From an optimization exercise on the open Yosys and OpenROAD flow, aimed at small area and a short achievable clock period; shortcuts taken in it are not production practice. In this exercise RTL edits were held to simulation tests only and were not proved equivalent to the original. Power and IR drop assume default switching activity.

Design param_register_bank, start of the top module:
module param_register_bank #(
    parameter int unsigned DATA_WIDTH = 32,
    parameter int unsigned NUM_REGS   = 16,
    parameter int unsigned SEL_WIDTH  = 5,
    parameter int unsigned OUT_REG    = 1,
    parameter int unsigned SATURATE   = 0
) (
    input  logic                  clk_i,
    input  logic                  rst_i,
    input  logic [DATA_WIDTH-1:0] data_i,
    input  logic [NUM_REGS-1:0]   reg_sel_i,
    input  logic [2:0]            fun_sel_i,
    input  logic [SEL_WIDTH-1:0]  out_a_sel_i,
    input  logic [SEL_WIDTH-1:0]  out_b_sel_i,
    output logic [DATA_WIDTH-1:0] out_a_o,
    output logic [DATA_WIDTH-1:0] out_b_o,
    output logic [NUM_REGS-1:0]   valid_mask_o,
    output logic                  wrap_pulse_o
);
    localparam int W = DATA_WIDTH;
    localparam int N = NUM_REGS;
    logic [W-1:0]   regs_q [N];    
    logic [N*W-1:0] regs_flat;     
    logic [N-1:0]   mask_q;        
    logic [N-1:0]   valid;         
    logic [N-1:0]   en;            
    logic [N-1:0]   wrap_hit;
    logic           wrap_q;
    logic op_dec, op_incdec, op_shift;
    assign op_incdec = (fun_sel_i[2:1] == 2'b00);
    assign op_dec    = ~fun_sel_i[0];
    assign op_shift  = (fun_sel_i == 3'b110);
    logic [W-1:0] zval;
    always_comb begin
        unique case (fun_sel_i)
            3'b000: zval = '1;
            3'b001: zval = W'(1);
            3'b010: zval = data_i;
            3'b011: zval = '0;
            3'b100: zval = W'(data_i[7:0]);
            3'b101: zval = W'(data_i[15:0]);
            3'b110: zval = W'(data_i[7:0]);
            3'b111: zval = W'($signed(data_i[15:0]));
        endcase
    end
    for (genvar k = 0; k < N; k++) begin : g_reg
        logic         sel_z, sel_s, sel_f, sel_b, wrap0;
        logic [W:0]   u;
        logic [W-1:0] d;
        assign valid[k] = mask_q[N-1-k];
        assign en[k]    = reg_sel_i[N-1-k];
        assign regs_flat[k*W+:W] = regs_q[k];
        param_register_bank_ctl u_ctl (
  ...
For scale: about 5900 cells after synthesis, roughly 140 I/O pins.
export LEC_CHECK = 0
export CAP_MARGIN = 20
export CORE_MARGIN = 2
export CORE_UTILIZATION = 45
export PLACE_DENSITY = 0.6
export SETUP_SLACK_MARGIN = 2.6
export SLEW_MARGIN = 20
export SYNTH_HIERARCHICAL = 1
export TNS_END_PERCENT = 5
create_clock -name core_clock -period 6.0 [get_ports {clk_i}]
standard.sh (not shown) runs the stock make flow with config.mk's settings and CLKGATE_MAP_FILE= SYNTH_SCRIPT=/design/flow/synth_recipe.tcl, a recipe that flattens the netlist after the stock synthesis.
==> flow/flow/run.sh <==
#!/bin/bash
# Layout flow: the standard ORFS flow (standard.sh) in two calls with extra don't-use cells.
# - Synthesis also avoids the logic cells above drive strength 1 (dont_use_synth.txt), so
#   that the netlist starts small and the repair steps upsize only what timing needs.
# - Port buffers are buf_4 rather than the smallest buffer.
# - Every step avoids the slow wide OR/NOR and delay cells; dont_use.txt lists the
#   platform's own don't-use cells followed by the added ones.
# make's full output goes to flow_synth.log and flow_make.log; each ORFS step keeps its own
# log under orfs/logs/.
set -euo pipefail
here="$(cd "$(dirname "${BASH_SOURCE[0]}")" && pwd)"
dont_use="$(tr '\n' ' ' < "$here/dont_use.txt")"
dont_use_synth="$dont_use $(tr '\n' ' ' < "$here/dont_use_synth.txt")"
bash standard.sh "DONT_USE_CELLS=$dont_use_synth" synth > flow_synth.log 2>&1
bash standard.sh "DONT_USE_CELLS=$dont_use" "BUFFER_PORTS_ARGS=-buffer_cell sky130_fd_sc_hd__buf_4" finish > flow_make.log 2>&1
Other scripts of this flow, unchanged in this note and not shown: flow/flow/dont_use.txt, flow/flow/dont_use_synth.txt
Edit:
- CORE_UTILIZATION: 45 -> 55
- PLACE_DENSITY: 0.6 -> 0.7
- SETUP_SLACK_MARGIN: 2.6 -> 3.0
The new run went through all stages and came out clean.
Wire length is lower by 2.6%.
Synthesized area is unchanged.
Worst hold slack got worse by 12 ps.
Global-route usage is higher by 6.4 points.
Total power is higher by 1.4%.
Final area is higher by 2.0%.
Worst setup slack improved by 51 ps.
Via count is higher by 3.6%.
Final cell count is lower by 1.5%.
Synthesized cell count does not change.
Clock skew is higher by 5.0 ps.

## static timing again, ports no longer ideal
The results above use ideal ports. As a check the final layouts listed here were re-extracted and re-timed, cells and wires unchanged. Step 1 assumes that a clkbuf_16 drives the clock port and a buf_2 every other input. Step 2 times the ports against the registers' clock, not the clock port: input delays grow and output delays shrink by t, the midpoint of the rising clock arrivals with the driver on. a / b / c = no drivers / after step 1 / after step 2; a / b = the first two.
| run | t, ns | setup slack, ns | slew at the worst register clock pin (ns) |
|---|---|---|---|
| the first run | 0.719 | 2.280 / 2.211 / 1.704 | 0.07 / 0.07 |
| the second run | 0.703 | 2.331 / 2.261 / 1.840 | 0.07 / 0.07 |
After both steps setup and hold are still met in every run listed. For the first run, which loses most, drivers alone change the setup slack by -0.069 ns; drivers and shift together by -0.576 ns.
